Context: an optimization exercise on an open-source flow, tuned for small area and few clock cycles per item. The choices shown serve that exercise and are no tape-out recipe. In this exercise RTL edits were held to simulation tests only and were not proved equivalent to the original.

===== design/flow/run.sh =====
#!/bin/bash
# synth_recipe.tcl (not shown) runs the flow's synth.tcl, then flattens the netlist and writes it again
# the make line also repeats each setting of config.mk as NAME=value (left out here)
make -C /OpenROAD-flow-scripts/flow DESIGN_CONFIG=/design/flow/config.mk WORK_HOME=/design/flow/orfs CLKGATE_MAP_FILE= SYNTH_SCRIPT=/design/flow/synth_recipe.tcl finish

===== design/flow/config.mk =====
export PLATFORM = sky130hd
export DESIGN_NAME = sine_oscillator_sample_generator
export DESIGN_NICKNAME = sine_oscillator_sample_generator
export VERILOG_FILES = /design/flow/design.v
export SDC_FILE = /design/flow/constraint.sdc
export NUM_CORES = 4
export LEC_CHECK = 0
export ABC_AREA = 1
export CAP_MARGIN = 20
export CORE_MARGIN = 2
export CORE_UTILIZATION = 40
export SLEW_MARGIN = 20
export SYNTH_HIERARCHICAL = 1
export SYNTH_MEMORY_MAX_BITS = 65536
export SYNTH_MINIMUM_KEEP_SIZE = 0

===== design/flow/constraint.sdc =====
create_clock -name core_clock -period 7.5 [get_ports {clk}]
set_input_delay 1.5000 -clock core_clock [delete_from_list [all_inputs] [get_ports {clk}]]
set_output_delay 1.5000 -clock core_clock [all_outputs]
set_load 0.01 [all_outputs]

===== design/flow/design.v =====
package sosg_pkg;
    localparam int unsigned PHASE_BITS_DEF      = 32;
    localparam int unsigned TABLE_ADDR_BITS_DEF = 10;
    localparam int unsigned SAMPLE_BITS_DEF     = 16;
    localparam int unsigned CELL_BITS = 8;
    localparam int unsigned AMP_BITS       = 15;
    localparam int unsigned STEP_BITS      = 32;
    localparam int unsigned APB_DATA_BITS  = 32;
    localparam int unsigned APB_ADDR_BITS  = 3;
    localparam logic [AMP_BITS-1:0]  AMP_RESET  = 15'd2048;
    localparam logic [STEP_BITS-1:0] STEP_RESET = 32'd0;
    localparam logic REG_AMPLITUDE  = 1'b0;
    localparam logic REG_PHASE_STEP = 1'b1;
    localparam int unsigned IN_DATA_BITS = 8;
    typedef struct packed {
        logic [AMP_BITS-1:0]  amplitude;
        logic [STEP_BITS-1:0] phase_step;
    } cfg_t;
    typedef struct packed {
        logic restart;
        logic block_end;
        logic carry;
    } cell_ctl_t;
endpackage
module sosg_rca #(
    parameter int unsigned W = 8
) (
    input  logic [W-1:0] a,
    input  logic [W-1:0] b,
    input  logic         ci,
    output logic [W-1:0] s,
    output logic         co
);
    logic [W:0] c;
    assign c[0] = ci;
    genvar i;
    generate
        for (i = 0; i < W; i++)
        begin : g_bit
            sosg_fa u_fa (
                .a  (a[i]),
                .b  (b[i]),
                .c  (c[i]),
                .s  (s[i]),
                .co (c[i+1])
            );
        end
    endgenerate
    assign co = c[W];
endmodule
module sosg_qrom (
    input  logic [10:0] addr,
    output logic [15:0] data
);
    logic [6:0] x;
    logic [2:0] c;
    logic [17:0] u;
    logic [8:0] sl;
    logic e;
    logic [18:0] p;
    assign x = addr[9:3];
    assign c = addr[2:0];
    always_comb
    begin
        case (x)
            7'd0: u = 18'd4;
            7'd1: u = 18'd3220;
            7'd2: u = 18'd6436;
            7'd3: u = 18'd9654;
            7'd4: u = 18'd12868;
            7'd5: u = 18'd16079;
            7'd6: u = 18'd19295;
            7'd7: u = 18'd22494;
            7'd8: u = 18'd25703;
            7'd9: u = 18'd28900;
            7'd10: u = 18'd32092;
            7'd11: u = 18'd35284;
            7'd12: u = 18'd38466;
            7'd13: u = 18'd41646;
            7'd14: u = 18'd44823;
            7'd15: u = 18'd47986;
            7'd16: u = 18'd51149;
            7'd17: u = 18'd54303;
            7'd18: u = 18'd57445;
            7'd19: u = 18'd60573;
            7'd20: u = 18'd63698;
            7'd21: u = 18'd66812;
            7'd22: u = 18'd69921;
            7'd23: u = 18'd73019;
            7'd24: u = 18'd76103;
            7'd25: u = 18'd79172;
            7'd26: u = 18'd82234;
            7'd27: u = 18'd85280;
            7'd28: u = 18'd88318;
            7'd29: u = 18'd91343;
            7'd30: u = 18'd94350;
            7'd31: u = 18'd97340;
            7'd32: u = 18'd100322;
            7'd33: u = 18'd103287;
            7'd34: u = 18'd106236;
            7'd35: u = 18'd109169;
            7'd36: u = 18'd112086;
            7'd37: u = 18'd114991;
            7'd38: u = 18'd117868;
            7'd39: u = 18'd120735;
            7'd40: u = 18'd123581;
            7'd41: u = 18'd126407;
            7'd42: u = 18'd129212;
            7'd43: u = 18'd132002;
            7'd44: u = 18'd134775;
            7'd45: u = 18'd137524;
            7'd46: u = 18'd140250;
            7'd47: u = 18'd142959;
            7'd48: u = 18'd145644;
            7'd49: u = 18'd148306;
            7'd50: u = 18'd150951;
            7'd51: u = 18'd153564;
            7'd52: u = 18'd156166;
            7'd53: u = 18'd158734;
            7'd54: u = 18'd161287;
            7'd55: u = 18'd163807;
            7'd56: u = 18'd166309;
            7'd57: u = 18'd168782;
            7'd58: u = 18'd171230;
            7'd59: u = 18'd173655;
            7'd60: u = 18'd176055;
            7'd61: u = 18'd178420;
            7'd62: u = 18'd180766;
            7'd63: u = 18'd183077;
            7'd64: u = 18'd185367;
            7'd65: u = 18'd187630;
            7'd66: u = 18'd189863;
            7'd67: u = 18'd192071;
            7'd68: u = 18'd194236;
            7'd69: u = 18'd196391;
            7'd70: u = 18'd198503;
            7'd71: u = 18'd200590;
            7'd72: u = 18'd202647;
            7'd73: u = 18'd204668;
            7'd74: u = 18'd206664;
            7'd75: u = 18'd208630;
            7'd76: u = 18'd210560;
            7'd77: u = 18'd212458;
            7'd78: u = 18'd214330;
            7'd79: u = 18'd216166;
            7'd80: u = 18'd217968;
            7'd81: u = 18'd219742;
            7'd82: u = 18'd221479;
            7'd83: u = 18'd223183;
            7'd84: u = 18'd224852;
            7'd85: u = 18'd226495;
            7'd86: u = 18'd228092;
            7'd87: u = 18'd229663;
            7'd88: u = 18'd231192;
            7'd89: u = 18'd232695;
            7'd90: u = 18'd234159;
            7'd91: u = 18'd235588;
            7'd92: u = 18'd236978;
            7'd93: u = 18'd238340;
            7'd94: u = 18'd239661;
            7'd95: u = 18'd240944;
            7'd96: u = 18'd242199;
            7'd97: u = 18'd243407;
            7'd98: u = 18'd244582;
            7'd99: u = 18'd245724;
            7'd100: u = 18'd246826;
            7'd101: u = 18'd247895;
            7'd102: u = 18'd248916;
            7'd103: u = 18'd249910;
            7'd104: u = 18'd250862;
            7'd105: u = 18'd251772;
            7'd106: u = 18'd252654;
            7'd107: u = 18'd253492;
            7'd108: u = 18'd254295;
            7'd109: u = 18'd255055;
            7'd110: u = 18'd255780;
            7'd111: u = 18'd256468;
            7'd112: u = 18'd257108;
            7'd113: u = 18'd257719;
            7'd114: u = 18'd258290;
            7'd115: u = 18'd258823;
            7'd116: u = 18'd259311;
            7'd117: u = 18'd259767;
            7'd118: u = 18'd260180;
            7'd119: u = 18'd260550;
            7'd120: u = 18'd260887;
            7'd121: u = 18'd261183;
            7'd122: u = 18'd261439;
            7'd123: u = 18'd261653;
            7'd124: u = 18'd261837;
            7'd125: u = 18'd261972;
            7'd126: u = 18'd262071;
            7'd127: u = 18'd262130;
            default: u = 18'd0;
        endcase
    end
    always_comb
    begin
        case (x)
            7'd0: sl = 9'd402;
            7'd1: sl = 9'd402;
            7'd2: sl = 9'd402;
            7'd3: sl = 9'd401;
            7'd4: sl = 9'd401;
            7'd5: sl = 9'd401;
            7'd6: sl = 9'd399;
            7'd7: sl = 9'd401;
            7'd8: sl = 9'd399;
            7'd9: sl = 9'd399;
            7'd10: sl = 9'd399;
            7'd11: sl = 9'd398;
            7'd12: sl = 9'd398;
            7'd13: sl = 9'd397;
            7'd14: sl = 9'd395;
            7'd15: sl = 9'd395;
            7'd16: sl = 9'd393;
            7'd17: sl = 9'd391;
            7'd18: sl = 9'd391;
            7'd19: sl = 9'd391;
            7'd20: sl = 9'd390;
            7'd21: sl = 9'd389;
            7'd22: sl = 9'd387;
            7'd23: sl = 9'd385;
            7'd24: sl = 9'd383;
            7'd25: sl = 9'd383;
            7'd26: sl = 9'd381;
            7'd27: sl = 9'd380;
            7'd28: sl = 9'd378;
            7'd29: sl = 9'd375;
            7'd30: sl = 9'd374;
            7'd31: sl = 9'd373;
            7'd32: sl = 9'd371;
            7'd33: sl = 9'd369;
            7'd34: sl = 9'd367;
            7'd35: sl = 9'd365;
            7'd36: sl = 9'd362;
            7'd37: sl = 9'd359;
            7'd38: sl = 9'd358;
            7'd39: sl = 9'd355;
            7'd40: sl = 9'd353;
            7'd41: sl = 9'd351;
            7'd42: sl = 9'd349;
            7'd43: sl = 9'd347;
            7'd44: sl = 9'd343;
            7'd45: sl = 9'd341;
            7'd46: sl = 9'd339;
            7'd47: sl = 9'd335;
            7'd48: sl = 9'd333;
            7'd49: sl = 9'd331;
            7'd50: sl = 9'd327;
            7'd51: sl = 9'd325;
            7'd52: sl = 9'd321;
            7'd53: sl = 9'd319;
            7'd54: sl = 9'd315;
            7'd55: sl = 9'd313;
            7'd56: sl = 9'd309;
            7'd57: sl = 9'd306;
            7'd58: sl = 9'd303;
            7'd59: sl = 9'd299;
            7'd60: sl = 9'd295;
            7'd61: sl = 9'd293;
            7'd62: sl = 9'd289;
            7'd63: sl = 9'd287;
            7'd64: sl = 9'd283;
            7'd65: sl = 9'd279;
            7'd66: sl = 9'd275;
            7'd67: sl = 9'd271;
            7'd68: sl = 9'd269;
            7'd69: sl = 9'd263;
            7'd70: sl = 9'd261;
            7'd71: sl = 9'd257;
            7'd72: sl = 9'd253;
            7'd73: sl = 9'd250;
            7'd74: sl = 9'd246;
            7'd75: sl = 9'd241;
            7'd76: sl = 9'd238;
            7'd77: sl = 9'd235;
            7'd78: sl = 9'd230;
            7'd79: sl = 9'd226;
            7'd80: sl = 9'd222;
            7'd81: sl = 9'd217;
            7'd82: sl = 9'd213;
            7'd83: sl = 9'd209;
            7'd84: sl = 9'd205;
            7'd85: sl = 9'd199;
            7'd86: sl = 9'd196;
            7'd87: sl = 9'd191;
            7'd88: sl = 9'd188;
            7'd89: sl = 9'd183;
            7'd90: sl = 9'd179;
            7'd91: sl = 9'd174;
            7'd92: sl = 9'd171;
            7'd93: sl = 9'd165;
            7'd94: sl = 9'd161;
            7'd95: sl = 9'd156;
            7'd96: sl = 9'd151;
            7'd97: sl = 9'd147;
            7'd98: sl = 9'd143;
            7'd99: sl = 9'd138;
            7'd100: sl = 9'd133;
            7'd101: sl = 9'd127;
            7'd102: sl = 9'd124;
            7'd103: sl = 9'd119;
            7'd104: sl = 9'd114;
            7'd105: sl = 9'd111;
            7'd106: sl = 9'd105;
            7'd107: sl = 9'd100;
            7'd108: sl = 9'd95;
            7'd109: sl = 9'd91;
            7'd110: sl = 9'd86;
            7'd111: sl = 9'd81;
            7'd112: sl = 9'd77;
            7'd113: sl = 9'd71;
            7'd114: sl = 9'd67;
            7'd115: sl = 9'd61;
            7'd116: sl = 9'd57;
            7'd117: sl = 9'd51;
            7'd118: sl = 9'd47;
            7'd119: sl = 9'd42;
            7'd120: sl = 9'd37;
            7'd121: sl = 9'd31;
            7'd122: sl = 9'd27;
            7'd123: sl = 9'd23;
            7'd124: sl = 9'd17;
            7'd125: sl = 9'd13;
            7'd126: sl = 9'd7;
            7'd127: sl = 9'd3;
            default: sl = 9'd0;
        endcase
    end
    always_comb
    begin
        case (addr[9:0])
            10'd31: e = 1'b1;
            10'd117: e = 1'b1;
            10'd170: e = 1'b1;
            10'd250: e = 1'b1;
            10'd292: e = 1'b1;
            10'd317: e = 1'b1;
            10'd338: e = 1'b1;
            10'd410: e = 1'b1;
            10'd413: e = 1'b1;
            10'd460: e = 1'b1;
            10'd477: e = 1'b1;
            10'd517: e = 1'b1;
            10'd533: e = 1'b1;
            10'd546: e = 1'b1;
            10'd549: e = 1'b1;
            10'd585: e = 1'b1;
            10'd607: e = 1'b1;
            10'd659: e = 1'b1;
            10'd674: e = 1'b1;
            10'd692: e = 1'b1;
            10'd707: e = 1'b1;
            10'd731: e = 1'b1;
            10'd763: e = 1'b1;
            10'd765: e = 1'b1;
            10'd781: e = 1'b1;
            10'd804: e = 1'b1;
            10'd813: e = 1'b1;
            10'd818: e = 1'b1;
            10'd820: e = 1'b1;
            10'd836: e = 1'b1;
            10'd860: e = 1'b1;
            10'd883: e = 1'b1;
            10'd898: e = 1'b1;
            10'd905: e = 1'b1;
            10'd906: e = 1'b1;
            10'd907: e = 1'b1;
            10'd908: e = 1'b1;
            10'd923: e = 1'b1;
            10'd941: e = 1'b1;
            10'd955: e = 1'b1;
            10'd956: e = 1'b1;
            10'd963: e = 1'b1;
            10'd970: e = 1'b1;
            10'd971: e = 1'b1;
            10'd972: e = 1'b1;
            10'd973: e = 1'b1;
            10'd974: e = 1'b1;
            10'd981: e = 1'b1;
            default: e = 1'b0;
        endcase
    end
    assign p = 19'(u) + 19'(c) * 19'(sl);
    assign data = addr[10] ? 16'd32768 : 16'(p[18:3]) + 16'(e);
endmodule
module sosg_mul (
    input  logic [14:0] a,
    input  logic [14:0] b,
    output logic [14:0] p
);
    logic [224:0] pp;
    logic [29:0] nra, nrb, y;
    logic n1;
    logic n2;
    logic n3;
    logic n4;
    logic n5;
    logic n6;
    logic n7;
    logic n8;
    logic n9;
    logic n10;
    logic n11;
    logic n12;
    logic n13;
    logic n14;
    logic n15;
    logic n16;
    logic n17;
    logic n18;
    logic n19;
    logic n20;
    logic n21;
    logic n22;
    logic n23;
    logic n24;
    logic n25;
    logic n26;
    logic n27;
    logic n28;
    logic n29;
    logic n30;
    logic n31;
    logic n32;
    logic n33;
    logic n34;
    logic n35;
    logic n36;
    logic n37;
    logic n38;
    logic n39;
    logic n40;
    logic n41;
    logic n42;
    logic n43;
    logic n44;
    logic n45;
    logic n46;
    logic n47;
    logic n48;
    logic n49;
    logic n50;
    logic n51;
    logic n52;
    logic n53;
    logic n54;
    logic n55;
    logic n56;
    logic n57;
    logic n58;
    logic n59;
    logic n60;
    logic n61;
    logic n62;
    logic n63;
    logic n64;
    logic n65;
    logic n66;
    logic n67;
    logic n68;
    logic n69;
    logic n70;
    logic n71;
    logic n72;
    logic n73;
    logic n74;
    logic n75;
    logic n76;
    logic n77;
    logic n78;
    logic n79;
    logic n80;
    logic n81;
    logic n82;
    logic n83;
    logic n84;
    logic n85;
    logic n86;
    logic n87;
    logic n88;
    logic n89;
    logic n90;
    logic n91;
    logic n92;
    logic n93;
    logic n94;
    logic n95;
    logic n96;
    logic n97;
    logic n98;
    logic n99;
    logic n100;
    logic n101;
    logic n102;
    logic n103;
    logic n104;
    logic n105;
    logic n106;
    logic n107;
    logic n108;
    logic n109;
    logic n110;
    logic n111;
    logic n112;
    logic n113;
    logic n114;
    logic n115;
    logic n116;
    logic n117;
    logic n118;
    logic n119;
    logic n120;
    logic n121;
    logic n122;
    logic n123;
    logic n124;
    logic n125;
    logic n126;
    logic n127;
    logic n128;
    logic n129;
    logic n130;
    logic n131;
    logic n132;
    logic n133;
    logic n134;
    logic n135;
    logic n136;
    logic n137;
    logic n138;
    logic n139;
    logic n140;
    logic n141;
    logic n142;
    logic n143;
    logic n144;
    logic n145;
    logic n146;
    logic n147;
    logic n148;
    logic n149;
    logic n150;
    logic n151;
    logic n152;
    logic n153;
    logic n154;
    logic n155;
    logic n156;
    logic n157;
    logic n158;
    logic n159;
    logic n160;
    logic n161;
    logic n162;
    logic n163;
    logic n164;
    logic n165;
    logic n166;
    logic n167;
    logic n168;
    logic n169;
    logic n170;
    logic n171;
    logic n172;
    logic n173;
    logic n174;
    logic n175;
    logic n176;
    logic n177;
    logic n178;
    logic n179;
    logic n180;
    logic n181;
    logic n182;
    logic n183;
    logic n184;
    logic n185;
    logic n186;
    logic n187;
    logic n188;
    logic n189;
    logic n190;
    logic n191;
    logic n192;
    logic n193;
    logic n194;
    logic n195;
    logic n196;
    logic n197;
    logic n198;
    logic n199;
    logic n200;
    logic n201;
    logic n202;
    logic n203;
    logic n204;
    logic n205;
    logic n206;
    logic n207;
    logic n208;
    logic n209;
    logic n210;
    logic n211;
    logic n212;
    logic n213;
    logic n214;
    logic n215;
    logic n216;
    logic n217;
    logic n218;
    logic n219;
    logic n220;
    logic n221;
    logic n222;
    logic n223;
    logic n224;
    logic n225;
    logic n226;
    logic n227;
    logic n228;
    logic n229;
    logic n230;
    logic n231;
    logic n232;
    logic n233;
    logic n234;
    logic n235;
    logic n236;
    logic n237;
    logic n238;
    logic n239;
    logic n240;
    logic n241;
    logic n242;
    logic n243;
    logic n244;
    logic n245;
    logic n246;
    logic n247;
    logic n248;
    logic n249;
    logic n250;
    logic n251;
    logic n252;
    logic n253;
    logic n254;
    logic n255;
    logic n256;
    logic n257;
    logic n258;
    logic n259;
    logic n260;
    logic n261;
    logic n262;
    logic n263;
    logic n264;
    logic n265;
    logic n266;
    logic n267;
    logic n268;
    logic n269;
    logic n270;
    logic n271;
    logic n272;
    logic n273;
    logic n274;
    logic n275;
    logic n276;
    logic n277;
    logic n278;
    logic n279;
    logic n280;
    logic n281;
    logic n282;
    logic n283;
    logic n284;
    logic n285;
    logic n286;
    logic n287;
    logic n288;
    logic n289;
    logic n290;
    logic n291;
    logic n292;
    logic n293;
    logic n294;
    logic n295;
    logic n296;
    logic n297;
    logic n298;
    logic n299;
    logic n300;
    logic n301;
    logic n302;
    logic n303;
    logic n304;
    logic n305;
    logic n306;
    logic n307;
    logic n308;
    logic n309;
    logic n310;
    logic n311;
    logic n312;
    logic n313;
    logic n314;
    logic n315;
    logic n316;
    logic n317;
    logic n318;
    logic n319;
    logic n320;
    logic n321;
    logic n322;
    logic n323;
    logic n324;
    logic n325;
    logic n326;
    logic n327;
    logic n328;
    logic n329;
    logic n330;
    logic n331;
    logic n332;
    logic n333;
    logic n334;
    logic n335;
    logic n336;
    logic n337;
    logic n338;
    logic n339;
    logic n340;
    logic n341;
    logic n342;
    logic n343;
    logic n344;
    logic n345;
    logic n346;
    logic n347;
    logic n348;
    logic n349;
    logic n350;
    logic n351;
    logic n352;
    logic n353;
    logic n354;
    logic n355;
    logic n356;
    logic n357;
    logic n358;
    logic n359;
    logic n360;
    logic n361;
    logic n362;
    logic n363;
    logic n364;
    genvar i, j;
    generate
        for (i = 0; i < 15; i++)
        begin : g_a
            for (j = 0; j < 15; j++)
            begin : g_b
                assign pp[i*15+j] = ~(a[i] & b[j]);
            end
        end
    endgenerate
    sosg_hac u_ha0 (.na(pp[13]), .nb(pp[27]), .ns(n1), .nco(n2));
    sosg_fa u_fa0 (.a(n2), .b(pp[14]), .c(pp[28]), .s(n3), .co(n4));
    sosg_hac u_ha1 (.na(pp[42]), .nb(pp[56]), .ns(n5), .nco(n6));
    sosg_fa u_fa1 (.a(n4), .b(n6), .c(pp[29]), .s(n7), .co(n8));
    sosg_hac u_ha2 (.na(pp[43]), .nb(pp[57]), .ns(n9), .nco(n10));
    sosg_fa u_fa2 (.a(n8), .b(n10), .c(pp[44]), .s(n11), .co(n12));
    sosg_hac u_ha3 (.na(pp[9]), .nb(pp[23]), .ns(n13), .nco(n14));
    sosg_fa u_fa3 (.a(n14), .b(pp[10]), .c(pp[24]), .s(n15), .co(n16));
    sosg_hac u_ha4 (.na(pp[38]), .nb(pp[52]), .ns(n17), .nco(n18));
    sosg_fa u_fa4 (.a(n16), .b(n18), .c(pp[11]), .s(n19), .co(n20));
    sosg_fa u_fa5 (.a(pp[25]), .b(pp[39]), .c(pp[53]), .s(n21), .co(n22));
    sosg_hac u_ha5 (.na(pp[67]), .nb(pp[81]), .ns(n23), .nco(n24));
    sosg_fa u_fa6 (.a(n20), .b(n22), .c(n24), .s(n25), .co(n26));
    sosg_fa u_fa7 (.a(pp[12]), .b(pp[26]), .c(pp[40]), .s(n27), .co(n28));
    sosg_fa u_fa8 (.a(pp[54]), .b(pp[68]), .c(pp[82]), .s(n29), .co(n30));
    sosg_hac u_ha6 (.na(pp[96]), .nb(pp[110]), .ns(n31), .nco(n32));
    sosg_fa u_fa9 (.a(n26), .b(n28), .c(n30), .s(n33), .co(n34));
    sosg_fa u_fa10 (.a(n32), .b(pp[41]), .c(pp[55]), .s(n35), .co(n36));
    sosg_fa u_fa11 (.a(pp[69]), .b(pp[83]), .c(pp[97]), .s(n37), .co(n38));
    sosg_fa u_fa12 (.a(pp[111]), .b(pp[125]), .c(pp[139]), .s(n39), .co(n40));
    sosg_fa u_fa13 (.a(n34), .b(n36), .c(n38), .s(n41), .co(n42));
    sosg_fa u_fa14 (.a(n40), .b(pp[70]), .c(pp[84]), .s(n43), .co(n44));
    sosg_fa u_fa15 (.a(pp[98]), .b(pp[112]), .c(pp[126]), .s(n45), .co(n46));
    sosg_fa u_fa16 (.a(pp[140]), .b(pp[154]), .c(pp[168]), .s(n47), .co(n48));
    sosg_fa u_fa17 (.a(n42), .b(n44), .c(n46), .s(n49), .co(n50));
    sosg_fa u_fa18 (.a(n48), .b(pp[71]), .c(pp[85]), .s(n51), .co(n52));
    sosg_fa u_fa19 (.a(pp[99]), .b(pp[113]), .c(pp[127]), .s(n53), .co(n54));
    sosg_fa u_fa20 (.a(pp[141]), .b(pp[155]), .c(pp[169]), .s(n55), .co(n56));
    sosg_fa u_fa21 (.a(n50), .b(n52), .c(n54), .s(n57), .co(n58));
    sosg_fa u_fa22 (.a(n56), .b(pp[58]), .c(pp[72]), .s(n59), .co(n60));
    sosg_fa u_fa23 (.a(pp[86]), .b(pp[100]), .c(pp[114]), .s(n61), .co(n62));
    sosg_fa u_fa24 (.a(pp[128]), .b(pp[142]), .c(pp[156]), .s(n63), .co(n64));
    sosg_fa u_fa25 (.a(n58), .b(n60), .c(n62), .s(n65), .co(n66));
    sosg_fa u_fa26 (.a(n64), .b(n12), .c(pp[59]), .s(n67), .co(n68));
    sosg_fa u_fa27 (.a(pp[73]), .b(pp[87]), .c(pp[101]), .s(n69), .co(n70));
    sosg_fa u_fa28 (.a(pp[115]), .b(pp[129]), .c(pp[143]), .s(n71), .co(n72));
    sosg_fa u_fa29 (.a(n66), .b(n68), .c(n70), .s(n73), .co(n74));
    sosg_fa u_fa30 (.a(n72), .b(pp[74]), .c(pp[88]), .s(n75), .co(n76));
    sosg_fa u_fa31 (.a(pp[102]), .b(pp[116]), .c(pp[130]), .s(n77), .co(n78));
    sosg_fa u_fa32 (.a(n74), .b(n76), .c(n78), .s(n79), .co(n80));
    sosg_fa u_fa33 (.a(pp[89]), .b(pp[103]), .c(pp[117]), .s(n81), .co(n82));
    sosg_fa u_fa34 (.a(n80), .b(n82), .c(pp[104]), .s(n83), .co(n84));
    sosg_hac u_ha7 (.na(pp[6]), .nb(pp[20]), .ns(n85), .nco(n86));
    sosg_fa u_fa35 (.a(n86), .b(pp[7]), .c(pp[21]), .s(n87), .co(n88));
    sosg_hac u_ha8 (.na(pp[35]), .nb(pp[49]), .ns(n89), .nco(n90));
    sosg_fa u_fa36 (.a(n88), .b(n90), .c(pp[8]), .s(n91), .co(n92));
    sosg_fa u_fa37 (.a(pp[22]), .b(pp[36]), .c(pp[50]), .s(n93), .co(n94));
    sosg_hac u_ha9 (.na(pp[64]), .nb(pp[78]), .ns(n95), .nco(n96));
    sosg_fa u_fa38 (.a(n92), .b(n94), .c(n96), .s(n97), .co(n98));
    sosg_fa u_fa39 (.a(pp[37]), .b(pp[51]), .c(pp[65]), .s(n99), .co(n100));
    sosg_fa u_fa40 (.a(pp[79]), .b(pp[93]), .c(pp[107]), .s(n101), .co(n102));
    sosg_fa u_fa41 (.a(n98), .b(n100), .c(n102), .s(n103), .co(n104));
    sosg_fa u_fa42 (.a(pp[66]), .b(pp[80]), .c(pp[94]), .s(n105), .co(n106));
    sosg_fa u_fa43 (.a(pp[108]), .b(pp[122]), .c(pp[136]), .s(n107), .co(n108));
    sosg_fa u_fa44 (.a(n104), .b(n106), .c(n108), .s(n109), .co(n110));
    sosg_fa u_fa45 (.a(pp[95]), .b(pp[109]), .c(pp[123]), .s(n111), .co(n112));
    sosg_fa u_fa46 (.a(pp[137]), .b(pp[151]), .c(pp[165]), .s(n113), .co(n114));
    sosg_fa u_fa47 (.a(n110), .b(n112), .c(n114), .s(n115), .co(n116));
    sosg_fa u_fa48 (.a(pp[124]), .b(pp[138]), .c(pp[152]), .s(n117), .co(n118));
    sosg_fa u_fa49 (.a(pp[166]), .b(pp[180]), .c(n25), .s(n119), .co(n120));
    sosg_fa u_fa50 (.a(n116), .b(n118), .c(n120), .s(n121), .co(n122));
    sosg_fa u_fa51 (.a(pp[153]), .b(pp[167]), .c(pp[181]), .s(n123), .co(n124));
    sosg_fa u_fa52 (.a(pp[195]), .b(n1), .c(n33), .s(n125), .co(n126));
    sosg_fa u_fa53 (.a(n122), .b(n124), .c(n126), .s(n127), .co(n128));
    sosg_fa u_fa54 (.a(pp[182]), .b(pp[196]), .c(pp[210]), .s(n129), .co(n130));
    sosg_fa u_fa55 (.a(n3), .b(n5), .c(n41), .s(n131), .co(n132));
    sosg_fa u_fa56 (.a(n128), .b(n130), .c(n132), .s(n133), .co(n134));
    sosg_fa u_fa57 (.a(pp[183]), .b(pp[197]), .c(pp[211]), .s(n135), .co(n136));
    sosg_fa u_fa58 (.a(n7), .b(n9), .c(n49), .s(n137), .co(n138));
    sosg_fa u_fa59 (.a(n134), .b(n136), .c(n138), .s(n139), .co(n140));
    sosg_fa u_fa60 (.a(pp[170]), .b(pp[184]), .c(pp[198]), .s(n141), .co(n142));
    sosg_fa u_fa61 (.a(pp[212]), .b(n11), .c(n57), .s(n143), .co(n144));
    sosg_fa u_fa62 (.a(n140), .b(n142), .c(n144), .s(n145), .co(n146));
    sosg_fa u_fa63 (.a(pp[157]), .b(pp[171]), .c(pp[185]), .s(n147), .co(n148));
    sosg_fa u_fa64 (.a(pp[199]), .b(pp[213]), .c(n65), .s(n149), .co(n150));
    sosg_fa u_fa65 (.a(n146), .b(n148), .c(n150), .s(n151), .co(n152));
    sosg_fa u_fa66 (.a(pp[144]), .b(pp[158]), .c(pp[172]), .s(n153), .co(n154));
    sosg_fa u_fa67 (.a(pp[186]), .b(pp[200]), .c(pp[214]), .s(n155), .co(n156));
    sosg_fa u_fa68 (.a(n152), .b(n154), .c(n156), .s(n157), .co(n158));
    sosg_fa u_fa69 (.a(pp[131]), .b(pp[145]), .c(pp[159]), .s(n159), .co(n160));
    sosg_fa u_fa70 (.a(pp[173]), .b(pp[187]), .c(pp[201]), .s(n161), .co(n162));
    sosg_fa u_fa71 (.a(n158), .b(n160), .c(n162), .s(n163), .co(n164));
    sosg_fa u_fa72 (.a(pp[118]), .b(pp[132]), .c(pp[146]), .s(n165), .co(n166));
    sosg_fa u_fa73 (.a(pp[160]), .b(pp[174]), .c(pp[188]), .s(n167), .co(n168));
    sosg_fa u_fa74 (.a(n164), .b(n166), .c(n168), .s(n169), .co(n170));
    sosg_fa u_fa75 (.a(n84), .b(pp[119]), .c(pp[133]), .s(n171), .co(n172));
    sosg_fa u_fa76 (.a(pp[147]), .b(pp[161]), .c(pp[175]), .s(n173), .co(n174));
    sosg_fa u_fa77 (.a(n170), .b(n172), .c(n174), .s(n175), .co(n176));
    sosg_fa u_fa78 (.a(pp[134]), .b(pp[148]), .c(pp[162]), .s(n177), .co(n178));
    sosg_fa u_fa79 (.a(n176), .b(n178), .c(pp[149]), .s(n179), .co(n180));
    sosg_hac u_ha10 (.na(pp[4]), .nb(pp[18]), .ns(n181), .nco(n182));
    sosg_fa u_fa80 (.a(n182), .b(pp[5]), .c(pp[19]), .s(n183), .co(n184));
    sosg_hac u_ha11 (.na(pp[33]), .nb(pp[47]), .ns(n185), .nco(n186));
    sosg_fa u_fa81 (.a(n184), .b(n186), .c(pp[34]), .s(n187), .co(n188));
    sosg_fa u_fa82 (.a(pp[48]), .b(pp[62]), .c(pp[76]), .s(n189), .co(n190));
    sosg_fa u_fa83 (.a(n188), .b(n190), .c(pp[63]), .s(n191), .co(n192));
    sosg_fa u_fa84 (.a(pp[77]), .b(pp[91]), .c(pp[105]), .s(n193), .co(n194));
    sosg_fa u_fa85 (.a(n192), .b(n194), .c(pp[92]), .s(n195), .co(n196));
    sosg_fa u_fa86 (.a(pp[106]), .b(pp[120]), .c(n91), .s(n197), .co(n198));
    sosg_fa u_fa87 (.a(n196), .b(n198), .c(pp[121]), .s(n199), .co(n200));
    sosg_fa u_fa88 (.a(pp[135]), .b(n13), .c(n97), .s(n201), .co(n202));
    sosg_fa u_fa89 (.a(n200), .b(n202), .c(pp[150]), .s(n203), .co(n204));
    sosg_fa u_fa90 (.a(n15), .b(n17), .c(n103), .s(n205), .co(n206));
    sosg_fa u_fa91 (.a(n204), .b(n206), .c(n19), .s(n207), .co(n208));
    sosg_fa u_fa92 (.a(n21), .b(n23), .c(n109), .s(n209), .co(n210));
    sosg_fa u_fa93 (.a(n208), .b(n210), .c(n27), .s(n211), .co(n212));
    sosg_fa u_fa94 (.a(n29), .b(n31), .c(n115), .s(n213), .co(n214));
    sosg_fa u_fa95 (.a(n212), .b(n214), .c(n35), .s(n215), .co(n216));
    sosg_fa u_fa96 (.a(n37), .b(n39), .c(n121), .s(n217), .co(n218));
    sosg_fa u_fa97 (.a(n216), .b(n218), .c(n43), .s(n219), .co(n220));
    sosg_fa u_fa98 (.a(n45), .b(n47), .c(n127), .s(n221), .co(n222));
    sosg_fa u_fa99 (.a(n220), .b(n222), .c(n51), .s(n223), .co(n224));
    sosg_fa u_fa100 (.a(n53), .b(n55), .c(n133), .s(n225), .co(n226));
    sosg_fa u_fa101 (.a(n224), .b(n226), .c(n59), .s(n227), .co(n228));
    sosg_fa u_fa102 (.a(n61), .b(n63), .c(n139), .s(n229), .co(n230));
    sosg_fa u_fa103 (.a(n228), .b(n230), .c(n67), .s(n231), .co(n232));
    sosg_fa u_fa104 (.a(n69), .b(n71), .c(n145), .s(n233), .co(n234));
    sosg_fa u_fa105 (.a(n232), .b(n234), .c(n73), .s(n235), .co(n236));
    sosg_fa u_fa106 (.a(n75), .b(n77), .c(n151), .s(n237), .co(n238));
    sosg_fa u_fa107 (.a(n236), .b(n238), .c(pp[215]), .s(n239), .co(n240));
    sosg_fa u_fa108 (.a(n79), .b(n81), .c(n157), .s(n241), .co(n242));
    sosg_fa u_fa109 (.a(n240), .b(n242), .c(pp[202]), .s(n243), .co(n244));
    sosg_fa u_fa110 (.a(pp[216]), .b(n83), .c(n163), .s(n245), .co(n246));
    sosg_fa u_fa111 (.a(n244), .b(n246), .c(pp[189]), .s(n247), .co(n248));
    sosg_fa u_fa112 (.a(pp[203]), .b(pp[217]), .c(n169), .s(n249), .co(n250));
    sosg_fa u_fa113 (.a(n248), .b(n250), .c(pp[176]), .s(n251), .co(n252));
    sosg_fa u_fa114 (.a(pp[190]), .b(pp[204]), .c(pp[218]), .s(n253), .co(n254));
    sosg_fa u_fa115 (.a(n252), .b(n254), .c(pp[163]), .s(n255), .co(n256));
    sosg_fa u_fa116 (.a(pp[177]), .b(pp[191]), .c(pp[205]), .s(n257), .co(n258));
    sosg_fa u_fa117 (.a(n256), .b(n258), .c(n180), .s(n259), .co(n260));
    sosg_fa u_fa118 (.a(pp[164]), .b(pp[178]), .c(pp[192]), .s(n261), .co(n262));
    sosg_fa u_fa119 (.a(n260), .b(n262), .c(pp[179]), .s(n263), .co(n264));
    sosg_hac u_ha12 (.na(pp[3]), .nb(pp[17]), .ns(n265), .nco(n266));
    sosg_fa u_fa120 (.a(n266), .b(pp[32]), .c(pp[46]), .s(n267), .co(n268));
    sosg_fa u_fa121 (.a(n268), .b(pp[61]), .c(pp[75]), .s(n269), .co(n270));
    sosg_fa u_fa122 (.a(n270), .b(pp[90]), .c(n85), .s(n271), .co(n272));
    sosg_fa u_fa123 (.a(n272), .b(n87), .c(n89), .s(n273), .co(n274));
    sosg_fa u_fa124 (.a(n274), .b(n93), .c(n95), .s(n275), .co(n276));
    sosg_fa u_fa125 (.a(n276), .b(n99), .c(n101), .s(n277), .co(n278));
    sosg_fa u_fa126 (.a(n278), .b(n105), .c(n107), .s(n279), .co(n280));
    sosg_fa u_fa127 (.a(n280), .b(n111), .c(n113), .s(n281), .co(n282));
    sosg_fa u_fa128 (.a(n282), .b(n117), .c(n119), .s(n283), .co(n284));
    sosg_fa u_fa129 (.a(n284), .b(n123), .c(n125), .s(n285), .co(n286));
    sosg_fa u_fa130 (.a(n286), .b(n129), .c(n131), .s(n287), .co(n288));
    sosg_fa u_fa131 (.a(n288), .b(n135), .c(n137), .s(n289), .co(n290));
    sosg_fa u_fa132 (.a(n290), .b(n141), .c(n143), .s(n291), .co(n292));
    sosg_fa u_fa133 (.a(n292), .b(n147), .c(n149), .s(n293), .co(n294));
    sosg_fa u_fa134 (.a(n294), .b(n153), .c(n155), .s(n295), .co(n296));
    sosg_fa u_fa135 (.a(n296), .b(n159), .c(n161), .s(n297), .co(n298));
    sosg_fa u_fa136 (.a(n298), .b(n165), .c(n167), .s(n299), .co(n300));
    sosg_fa u_fa137 (.a(n300), .b(n171), .c(n173), .s(n301), .co(n302));
    sosg_fa u_fa138 (.a(n302), .b(n175), .c(n177), .s(n303), .co(n304));
    sosg_fa u_fa139 (.a(n304), .b(pp[219]), .c(n179), .s(n305), .co(n306));
    sosg_fa u_fa140 (.a(n306), .b(pp[206]), .c(pp[220]), .s(n307), .co(n308));
    sosg_fa u_fa141 (.a(n308), .b(pp[193]), .c(pp[207]), .s(n309), .co(n310));
    sosg_fa u_fa142 (.a(n310), .b(n264), .c(pp[194]), .s(n311), .co(n312));
    sosg_hac u_ha13 (.na(pp[2]), .nb(pp[16]), .ns(n313), .nco(n314));
    sosg_fa u_fa143 (.a(n314), .b(pp[31]), .c(pp[45]), .s(n315), .co(n316));
    sosg_fa u_fa144 (.a(n316), .b(pp[60]), .c(n181), .s(n317), .co(n318));
    sosg_fa u_fa145 (.a(n318), .b(n183), .c(n185), .s(n319), .co(n320));
    sosg_fa u_fa146 (.a(n320), .b(n187), .c(n189), .s(n321), .co(n322));
    sosg_fa u_fa147 (.a(n322), .b(n191), .c(n193), .s(n323), .co(n324));
    sosg_fa u_fa148 (.a(n324), .b(n195), .c(n197), .s(n325), .co(n326));
    sosg_fa u_fa149 (.a(n326), .b(n199), .c(n201), .s(n327), .co(n328));
    sosg_fa u_fa150 (.a(n328), .b(n203), .c(n205), .s(n329), .co(n330));
    sosg_fa u_fa151 (.a(n330), .b(n207), .c(n209), .s(n331), .co(n332));
    sosg_fa u_fa152 (.a(n332), .b(n211), .c(n213), .s(n333), .co(n334));
    sosg_fa u_fa153 (.a(n334), .b(n215), .c(n217), .s(n335), .co(n336));
    sosg_fa u_fa154 (.a(n336), .b(n219), .c(n221), .s(n337), .co(n338));
    sosg_fa u_fa155 (.a(n338), .b(n223), .c(n225), .s(n339), .co(n340));
    sosg_fa u_fa156 (.a(n340), .b(n227), .c(n229), .s(n341), .co(n342));
    sosg_fa u_fa157 (.a(n342), .b(n231), .c(n233), .s(n343), .co(n344));
    sosg_fa u_fa158 (.a(n344), .b(n235), .c(n237), .s(n345), .co(n346));
    sosg_fa u_fa159 (.a(n346), .b(n239), .c(n241), .s(n347), .co(n348));
    sosg_fa u_fa160 (.a(n348), .b(n243), .c(n245), .s(n349), .co(n350));
    sosg_fa u_fa161 (.a(n350), .b(n247), .c(n249), .s(n351), .co(n352));
    sosg_fa u_fa162 (.a(n352), .b(n251), .c(n253), .s(n353), .co(n354));
    sosg_fa u_fa163 (.a(n354), .b(n255), .c(n257), .s(n355), .co(n356));
    sosg_fa u_fa164 (.a(n356), .b(n259), .c(n261), .s(n357), .co(n358));
    sosg_fa u_fa165 (.a(n358), .b(pp[221]), .c(n263), .s(n359), .co(n360));
    sosg_fa u_fa166 (.a(n360), .b(pp[208]), .c(pp[222]), .s(n361), .co(n362));
    sosg_fa u_fa167 (.a(n362), .b(n312), .c(pp[209]), .s(n363), .co(n364));
    assign nra[0] = pp[0];
    assign nrb[0] = 1'b1;
    assign nra[1] = pp[1];
    assign nrb[1] = pp[15];
    assign nra[2] = pp[30];
    assign nrb[2] = n313;
    assign nra[3] = n265;
    assign nrb[3] = n315;
    assign nra[4] = n267;
    assign nrb[4] = n317;
    assign nra[5] = n269;
    assign nrb[5] = n319;
    assign nra[6] = n271;
    assign nrb[6] = n321;
    assign nra[7] = n273;
    assign nrb[7] = n323;
    assign nra[8] = n275;
    assign nrb[8] = n325;
    assign nra[9] = n277;
    assign nrb[9] = n327;
    assign nra[10] = n279;
    assign nrb[10] = n329;
    assign nra[11] = n281;
    assign nrb[11] = n331;
    assign nra[12] = n283;
    assign nrb[12] = n333;
    assign nra[13] = n285;
    assign nrb[13] = n335;
    assign nra[14] = n287;
    assign nrb[14] = n337;
    assign nra[15] = n289;
    assign nrb[15] = n339;
    assign nra[16] = n291;
    assign nrb[16] = n341;
    assign nra[17] = n293;
    assign nrb[17] = n343;
    assign nra[18] = n295;
    assign nrb[18] = n345;
    assign nra[19] = n297;
    assign nrb[19] = n347;
    assign nra[20] = n299;
    assign nrb[20] = n349;
    assign nra[21] = n301;
    assign nrb[21] = n351;
    assign nra[22] = n303;
    assign nrb[22] = n353;
    assign nra[23] = n305;
    assign nrb[23] = n355;
    assign nra[24] = n307;
    assign nrb[24] = n357;
    assign nra[25] = n309;
    assign nrb[25] = n359;
    assign nra[26] = n311;
    assign nrb[26] = n361;
    assign nra[27] = pp[223];
    assign nrb[27] = n363;
    assign nra[28] = n364;
    assign nrb[28] = pp[224];
    assign nra[29] = 1'b1;
    assign nrb[29] = 1'b1;
    assign y = nra + nrb + 30'd1;
    assign p = ~y[29:15];
endmodule
module sosg_fa (
    input  logic a,
    input  logic b,
    input  logic c,
    output logic s,
    output logic co
);
    assign s  = a ^ b ^ c;
    assign co = (a & b) | (a & c) | (b & c);
endmodule
module sosg_hac (
    input  logic na,
    input  logic nb,
    output logic ns,
    output logic nco
);
    assign ns  = ~(na ^ nb);
    assign nco = na | nb;
endmodule
module sine_oscillator_sample_generator #(
    parameter int unsigned PHASE_BITS      = sosg_pkg::PHASE_BITS_DEF,
    parameter int unsigned TABLE_ADDR_BITS = sosg_pkg::TABLE_ADDR_BITS_DEF,
    parameter int unsigned SAMPLE_BITS     = sosg_pkg::SAMPLE_BITS_DEF
) (
    input  logic                                clk,
    input  logic                                rst_n,
    input  logic                                s_tvalid,
    output logic                                s_tready,
    input  logic [sosg_pkg::IN_DATA_BITS-1:0]   s_tdata,   
    input  logic                                s_tlast,
    output logic                                m_tvalid,
    input  logic                                m_tready,
    output logic [((SAMPLE_BITS+7)/8)*8-1:0]    m_tdata,   
    output logic                                m_tlast,
    input  logic                                psel,
    input  logic                                penable,
    input  logic                                pwrite,
    input  logic [sosg_pkg::APB_ADDR_BITS-1:0]  paddr,
    input  logic [sosg_pkg::APB_DATA_BITS-1:0]  pwdata,
    output logic [sosg_pkg::APB_DATA_BITS-1:0]  prdata,
    output logic                                pready
);
    logic [14:0] amplitude_reg;
    logic [31:0] phase_step_reg;
    logic        wr_en;
    logic        adv;
    logic        acc;
    logic        restart;
    logic [10:0] p_lo;
    logic [10:0] p_mid;
    logic [9:0]  p_hi;
    logic        c1;
    logic        c2;
    logic [10:0] sum_lo;
    logic [10:0] sum_mid;
    logic [9:0]  sum_hi;
    logic        co_lo;
    logic        co_mid;
    logic        co_hi;
    logic        mid_wrap;
    logic [1:0]  mid_top;
    logic [9:0]  hi_now;
    logic [11:0] phase_top;
    logic [15:0] ent;
    logic [15:0] ent_reg;
    logic        neg1_reg;
    logic        last1_reg;
    logic        v1_reg;
    logic [14:0] prod;
    logic [14:0] mag;
    logic [14:0] mag_reg;
    logic        neg2_reg;
    logic        last2_reg;
    logic        v2_reg;
    assign pready = 1'b1;
    assign wr_en  = psel && penable && pwrite;
    always_ff @(posedge clk or negedge rst_n)
    begin
        if (!rst_n)
        begin
            amplitude_reg  <= sosg_pkg::AMP_RESET;
            phase_step_reg <= sosg_pkg::STEP_RESET;
        end
        else if (wr_en)
        begin
            if (paddr[2])
                phase_step_reg <= pwdata;
            else
                amplitude_reg  <= pwdata[14:0];
        end
    end
    assign prdata = paddr[2] ? phase_step_reg : {17'd0, amplitude_reg};
    assign adv      = !v2_reg || m_tready;
    assign s_tready = adv;
    assign acc      = s_tvalid && adv;
    assign restart  = s_tdata[0];
    sosg_rca #(.W(11)) u_add_lo (
        .a (p_lo), .b (phase_step_reg[10:0]),  .ci (1'b0), .s (sum_lo),  .co (co_lo)
    );
    sosg_rca #(.W(11)) u_add_mid (
        .a (p_mid), .b (phase_step_reg[21:11]), .ci (c1),   .s (sum_mid), .co (co_mid)
    );
    sosg_rca #(.W(10)) u_add_hi (
        .a (p_hi), .b (phase_step_reg[31:22]), .ci (c2),   .s (sum_hi),  .co (co_hi)
    );
    always_ff @(posedge clk or negedge rst_n)
    begin
        if (!rst_n)
        begin
            p_lo  <= '0;
            p_mid <= '0;
            p_hi  <= '0;
            c1    <= 1'b0;
            c2    <= 1'b0;
        end
        else if (acc)
        begin
            if (restart)
            begin
                p_lo  <= phase_step_reg[10:0];
                p_mid <= phase_step_reg[21:11];
                p_hi  <= phase_step_reg[31:22];
                c1    <= 1'b0;
                c2    <= 1'b0;
            end
            else
            begin
                p_lo  <= sum_lo;
                p_mid <= sum_mid;
                p_hi  <= sum_hi;
                c1    <= co_lo;
                c2    <= co_mid;
            end
        end
    end
    assign mid_wrap  = c1 && (&p_mid);
    assign mid_top   = p_mid[10:9] + {1'b0, (c1 && (&p_mid[8:0]))};
    assign hi_now    = p_hi + {9'd0, c2} + {9'd0, mid_wrap};
    assign phase_top = {hi_now, mid_top};
    logic [10:0] rom_addr;
    assign rom_addr = phase_top[10] ? (11'd1024 - {1'b0, phase_top[9:0]}) : {1'b0, phase_top[9:0]};
    sosg_qrom u_qrom (
        .addr (rom_addr),
        .data (ent)
    );
    always_ff @(posedge clk or negedge rst_n)
    begin
        if (!rst_n)
        begin
            v1_reg <= 1'b0;
            v2_reg <= 1'b0;
        end
        else if (adv)
        begin
            v1_reg <= s_tvalid;
            v2_reg <= v1_reg;
        end
    end
    always_ff @(posedge clk)
    begin
        if (adv)
        begin
            ent_reg   <= restart ? 16'd0 : ent;
            neg1_reg  <= phase_top[11];
            last1_reg <= s_tlast;
            mag_reg   <= mag;
            neg2_reg  <= neg1_reg;
            last2_reg <= last1_reg;
        end
    end
    sosg_mul u_mul (
        .a (amplitude_reg),
        .b (ent_reg[14:0]),
        .p (prod)
    );
    assign mag = ent_reg[15] ? amplitude_reg : prod;
    assign m_tvalid = v2_reg;
    assign m_tdata  = neg2_reg ? (16'd0 - {1'b0, mag_reg}) : {1'b0, mag_reg};
    assign m_tlast  = last2_reg;
endmodule

==> reports/metrics.cfg, run 1 <==
[run_status]
status=finished with violations
so.violations=negative setup slack

[worst_setup_path]
r2r_start=amplitude_reg[0]$_DFFE_PN0P_
rrSetupSlack_ns=-3.55
r2r_end=mag_reg[13]$_DFFE_PN_
cp_slowest_cell=fa_2
crit_path_start_kind=register
crit_required_ns=7.65
end_kind=register
critPathTopFamily=adder cells
r2r.worst_path.cells=40
crit_top_cell=fa_2
arrival_ns=11.21
crit_type=register to register
critPathMaxFanout=5
max_stage_delay_ns=0.56
path_buf_inv=3

[layout]
largest_register_ffs=32
stdcell_count=3592
fillers=4274
drive_above_1_share_pct=27.01
final_cell_mix=nand2_1 (718), buf_4 (367), inv_1 (331)
fin_nets=3333
layout_commonest_cell=nand2_1
diodes=0
area.growth.synth_to_final_pct=34.44

[die]
core_mm2=0.04528
io_pins=103
die_area_mm2=0.04757
die_h_um=218.1
die_x_um=218.1
fp-row-count=78
start_util_pct=40.49

[sta]
skew_ns=0.009312
finalWorstSetupSlack_ns=-3.554
rsz0062_at_grt=true
worstMarginPinSlew_ns=1.101
slew_viol_final=0
period_needed_ns=11.05
fin_hold_ws_ns=0.4257
setup_viol=12
fin_crit_sh_pct=147.4
max_freq_ghz=0.09046
hold_violations=0
slew_headroom_pct=26.60

[logic_synthesis]
syn-instance-count=2579
yosysSeqAreaShare_pct=17.07
synth_seq_cells=118
synth_nets=2933
yosysWarnings=8
synthDistinctLibCells=64
netlist_area_mm2=0.01834
synth.avg_cell_area_um2=7.109

[global_routing]
antenna_found_initial=0
grt_pass1_vias=19830
grt_overflow=0
grt_max_degree=72
grt.total_usage_pct=30.61
grt_pass1_wl_um=111100

[clock_network]
root_buffer=clkbuf_16
cts_tree=built
ctsLongestPathBuffers=2
clk_latency_ns=0.45
htreeDepth=4
cts_sinks=118
cts_buffers=17
ctsHoldBuffers=0
clkSlewWorstSetupHoldPaths_ns=0.06

[placement]
post-place-ws_ns=-3.569
gp_congestion=1.072
numPortBuffers=92
dpl.cell_count=3521
place_hpwl_um=58610

[routing]
drt_iter0_markers=1528
ant_nets=0
vias=19484
wirelength_um=72360
wire_per_inst_um=20.14
drc_errors=0
first_pass_iters=5
viasPerCell=5.424

[min_path]
min_from=last1_reg$_DFFE_PN_
hold-path-cell-count=0
hold_path_class=register to register
hold_end=last2_reg$_DFFE_PN_

[job]
drv_cap=0

what timing repair did:
action / in CTS / in global routing
pin swaps: 33 / 72
endpoints found under the setup margin: 26 / 28
cloned: 1 / 1
setup buffers: 8 / 32
resized for setup: 71 / 209
how the worst max path moves through the flow:
stage                            endpoint                    startpoint  cells after the start
detailed placement  mag_reg[13]$_DFFE_PN_  amplitude_reg[0]$_DFFE_PN0P_                     40
CTS                 mag_reg[13]$_DFFE_PN_  amplitude_reg[0]$_DFFE_PN0P_                     38
finish              mag_reg[13]$_DFFE_PN_  amplitude_reg[0]$_DFFE_PN0P_                     40
global route        mag_reg[13]$_DFFE_PN_  amplitude_reg[1]$_DFFE_PN0P_                     39
global placement    mag_reg[13]$_DFFE_PN_  amplitude_reg[0]$_DFFE_PN0P_                     40
floorplan           mag_reg[14]$_DFFE_PN_  amplitude_reg[0]$_DFFE_PN0P_                     37
synthesized netlist by cell type, drive strengths merged:
master / count / share of area, %
nand2: 777 / 16
dfrtp: 82 / 11
nand3b: 6 / 0.27
nand3: 105 / 3.0
inv: 366 / 7.5
o41ai: 1 / 0.048
a211oi: 6 / 0.27
o211ai: 16 / 0.66
a22oi: 4 / 0.16
a32oi: 1 / 0.048
o2111ai: 5 / 0.24
conb: 2 / 0.041
a221oi: 9 / 0.43
a21boi: 3 / 0.12
a31oi: 42 / 1.4
o21ai: 152 / 4.1
nand4: 23 / 0.78
a21o: 4 / 0.16
a2111oi: 3 / 0.14
o22ai: 8 / 0.27
o311ai: 7 / 0.33
nor3b: 1 / 0.041
nor2: 274 / 6.2
or2: 3 / 0.10
o21bai: 4 / 0.16
clkinv: 4 / 0.082
o21a: 5 / 0.20
clkbuf: 71 / 1.5
ha: 86 / 5.9
a21oi: 108 / 2.9
mux2: 18 / 1.1
o221ai: 12 / 0.57
dfstp: 1 / 0.14
xnor2: 7 / 0.33
a22o: 3 / 0.14
fa: 217 / 24
buf: 37 / 1.2
xor2: 17 / 0.81
nor3: 34 / 0.93
edfxtp: 35 / 5.7
or3: 1 / 0.034
o31ai: 8 / 0.33
and3: 1 / 0.034
and2: 6 / 0.20
nor4: 4 / 0.14
cell families after synthesis:
family,count (synthesis),synth area share [%]
flops,118,17.07
simple gates,1235,27.94
fa+ha+maj,303,29.56
other cells,2,0.04096
mux,18,1.105
compound gates,401,12.84
buf+inv,478,10.30
xor+xnor,24,1.146
per-layer routing:
| metal | share of wire [%] | track usage, % | wire length (µm) | vias up |
|---|---|---|---|---|
| met5 | 0 | 0 | 0 | - |
| met4 | 6.6 | 17.55 | 4769 | 0 |
| met3 | 6.2 | 4.718 | 4464 | 251 |
| met2 | 48 | 51.52 | 34570 | 768 |
| met1 | 39 | 37.33 | 28550 | 9440 |
| li1 | - | - | - | 9025 |
final cells by class:
cell class / instances / area, µm² / share of cell area, %
tap: 600 / 750.7 / 3.046
clock inverter: 14 / 122.6 / 0.4974
multi-input combinational: 1983 / 14670 / 59.53
inverter: 370 / 1409 / 5.715
clock buffer: 18 / 439.2 / 1.782
sequential: 118 / 3132 / 12.70
timing repair buffer: 489 / 4123 / 16.73
Yosys stat by module (local to each module, per instance), a selection:
module | cells inside | copies in the design | flip-flops and latches | cell area, µm²
sosg_qrom | 997 | 1 | 0 | 5319
sine_oscillator_sample_generator | 718 | 1 | 118 | 5972
sosg_mul | 594 | 1 | 0 | 2655
sosg_hac | 5 | 14 | 0 | 27.53
sosg_fa | 1 | 200 | 0 | 20.02
metrics by stage:
stage / area [µm²] / utilization [%] / TNS, ns
floorplan: 18840 / - / -20.14
global placement: 22800 / 50.34 / -26.84
detailed placement: 22800 / 50.34 / -28.24
CTS: 23700 / 52.33 / -23.44
global route: 24650 / 54.43 / -27.31
finish: 24650 / 54.43 / -23.81
Testbench counts, summed over its fixed seeds: cycles 19,264, items 19,200.
==> inputs of run 2 (changes only) <==
--- a/design/flow/config.mk
+++ b/design/flow/config.mk
@@ -10,4 +10,7 @@
 export CORE_MARGIN = 2
 export CORE_UTILIZATION = 40
+export CTS_BUF_LIST = sky130_fd_sc_hd__clkbuf_8
+export CTS_CLUSTER_SIZE = 30
+export GPL_TIMING_DRIVEN = 0
 export SLEW_MARGIN = 20
 export SYNTH_HIERARCHICAL = 1
==> reports/metrics.cfg, run 2 <==
[sta]
slew_headroom_pct=36.30
rsz0062_at_grt=true
skew_ns=0.01120
finalWorstSetupSlack_ns=-3.760
hold_violations=0
period_needed_ns=11.26
fin_hold_ws_ns=0.4267
slew_viol_final=0
tns_ns=-26.33
worstMarginPinSlew_ns=0.9531
setup_viol=21
fin_crit_sh_pct=150.1
max_freq_ghz=0.08881

[global_routing]
grt_overflow=0
antenna_found_initial=0
grt_pass1_wl_um=117400
grt.total_usage_pct=32.85
grt_pass1_vias=19798
grt_max_degree=56

[logic_synthesis]
yosysSeqAreaShare_pct=17.07
post-synth-top-count-cell=nand2_1
synth-async-reset-ratio_pct=70.34
synth_nets=2933
yosysWarnings=8
synth-main-ff-cell=dfrtp_1
synth_seq_cells=118
netlist_area_mm2=0.01834
synthDistinctLibCells=64
yosysTopAreaCell=fa_1
synth.top_cell.area_share_pct=23.69
synthTopCellsByArea=fa_1 (24%), nand2_1 (16%), dfrtp_1 (11%)
synth-edff-count=35
synth.top_cells.by_count=nand2_1 (760), inv_1 (359), nor2_1 (255)
syn-instance-count=2579
synth.avg_cell_area_um2=7.109

[die]
die_area_mm2=0.04757
io_pins=103
start_util_pct=40.49
fp-row-count=78
core_mm2=0.04528
die_h_um=218.1
die_x_um=218.1

[routing]
viasPerCell=5.639
ant_nets=0
wire_per_inst_um=22.74
vias=19415
drc_errors=0
first_pass_iters=7
wirelength_um=78300
drt_iter0_markers=1780

[clock_network]
cts_sinks=118
clkSlewWorstSetupHoldPaths_ns=0.08
htreeDepth=4
ctsHoldBuffers=0
ctsLongestPathBuffers=2
clk_latency_ns=0.45
cts_tree=built
root_buffer=clkbuf_8
cts_buffers=17

[layout]
area.growth.synth_to_final_pct=31.21
stdcell_area_mm2=0.02406
fin_nets=3184
largest_register_ffs=32
layout_commonest_cell=nand2_1
diodes=0
final_cell_mix=nand2_1 (679), inv_1 (311), nor2_1 (192)
drive_above_1_share_pct=25.96
postLayoutCoreUtil_pct=53.13

[min_path]
hold-path-cell-count=0
hold_path_class=register to register
hold_end=last2_reg$_DFFE_PN_
min_from=last1_reg$_DFFE_PN_

[worst_setup_path]
path_buf_inv=3
arrival_ns=11.46
crit_top_cell=fa_2
crit_required_ns=7.70
cp_slowest_cell=dfrtp_2
r2r.worst_path.cells=35
rrSetupSlack_ns=-3.76
crit_type=register to register
r2r_end=mag_reg[14]$_DFFE_PN_
critPathTopFamily=adder cells
max_stage_delay_ns=0.45
end_kind=register
crit_path_start_kind=register
critPathMaxFanout=10
r2r_start=amplitude_reg[3]$_DFFE_PN0P_

[placement]
numPortBuffers=92
place_area_mm2=0.02057
gp_congestion=1.017
place_hpwl_um=60750
post-place-ws_ns=-4.339

[run_status]
so.violations=negative setup slack
status=finished with violations

[job]
drv_cap=0

run 2: per-module statistics from Yosys, one instance, submodules excluded, a selection:
module / cells inside / flops+latches
sosg_qrom: 997 / 0
sosg_hac: 5 / 0
sosg_mul: 594 / 0
sosg_fa: 1 / 0
sine_oscillator_sample_generator: 718 / 118
run 2: metrics by stage:
stage,std cells
global route,3443
floorplan,2579
global placement,3271
finish,3443
detailed placement,3273
CTS,3397
run 2: per-layer routing:
layer  vias to the layer above  share of wire, %  GRT usage [%]
met3                       237               7.1          5.581
met1                      9576                39          40.53
met5                         -                 0              0
li1                       8727                 -              -
met2                       875                48          55.15
met4                         0               6.2          17.12
run 2: cells by family (layout without fill, tap and decap cells):
logic type	count (synthesis)	after routing	synth area share [%]
flops	118	118	17.07
fa+ha+maj	303	303	29.56
mux	18	18	1.105
other cells	2	2	0.04096
buf+inv	478	742	10.30
xor+xnor	24	24	1.146
simple gates	1235	1235	27.94
compound gates	401	401	12.84
run 2: layout make-up:
type / instances / area, µm²
inverter: 370 / 1443
buffer: 108 / 696.9
sequential: 118 / 3134
clock inverter: 14 / 232.7
tap: 600 / 750.7
clock buffer: 18 / 247.7
multi-input combinational: 1983 / 15350
timing repair buffer: 232 / 2206
fill: 4362 / 21230
run 2: worst max path at each step:
stage	end	cells after the start	from
5_1_grt	mag_reg[13]$_DFFE_PN_	40	amplitude_reg[0]$_DFFE_PN0P_
3_5_place_dp	mag_reg[13]$_DFFE_PN_	37	amplitude_reg[2]$_DFFE_PN0P_
2_1_floorplan	mag_reg[14]$_DFFE_PN_	37	amplitude_reg[0]$_DFFE_PN0P_
4_1_cts	mag_reg[14]$_DFFE_PN_	37	amplitude_reg[0]$_DFFE_PN0P_
6_report	mag_reg[14]$_DFFE_PN_	35	amplitude_reg[3]$_DFFE_PN0P_
3_3_place_gp	mag_reg[13]$_DFFE_PN_	37	amplitude_reg[2]$_DFFE_PN0P_
run 2: repair_timing:
item | CTS | global route
buffers inserted | 92 | 49
setup endpoints to repair | 30 | 29
gates resized for setup | 347 | 204
pin swaps | 120 | 124

==> what the ideal ports hide <==
The flow's constraints put no driver on any port. The routed layouts listed below were extracted and timed again, unchanged, in two steps.
Step 1: set_driving_cell puts a clkbuf_16 on clk and a buf_2 on each other input, an assumption about the parent block.
Step 2 also shifts input and output timing later by t, the mid clock arrival at the registers, as if the neighbouring blocks saw the same clock.
Three values: ideal ports, drivers, drivers and shift; two values: the first two.
| run | shift t [ns] | slack for setup (ns) | hold WS [ns] | worst setup path at the end | cell pins on the clock port's net |
|---|---|---|---|---|---|
| run 1 | 0.497 | -3.554 / -3.554 / -3.554 | 0.426 / 0.426 / 0.426 | register to register | 1 |
| run 2 | 0.483 | -3.760 / -3.760 / -3.760 | 0.427 / 0.427 / 0.427 | register to register | 1 |
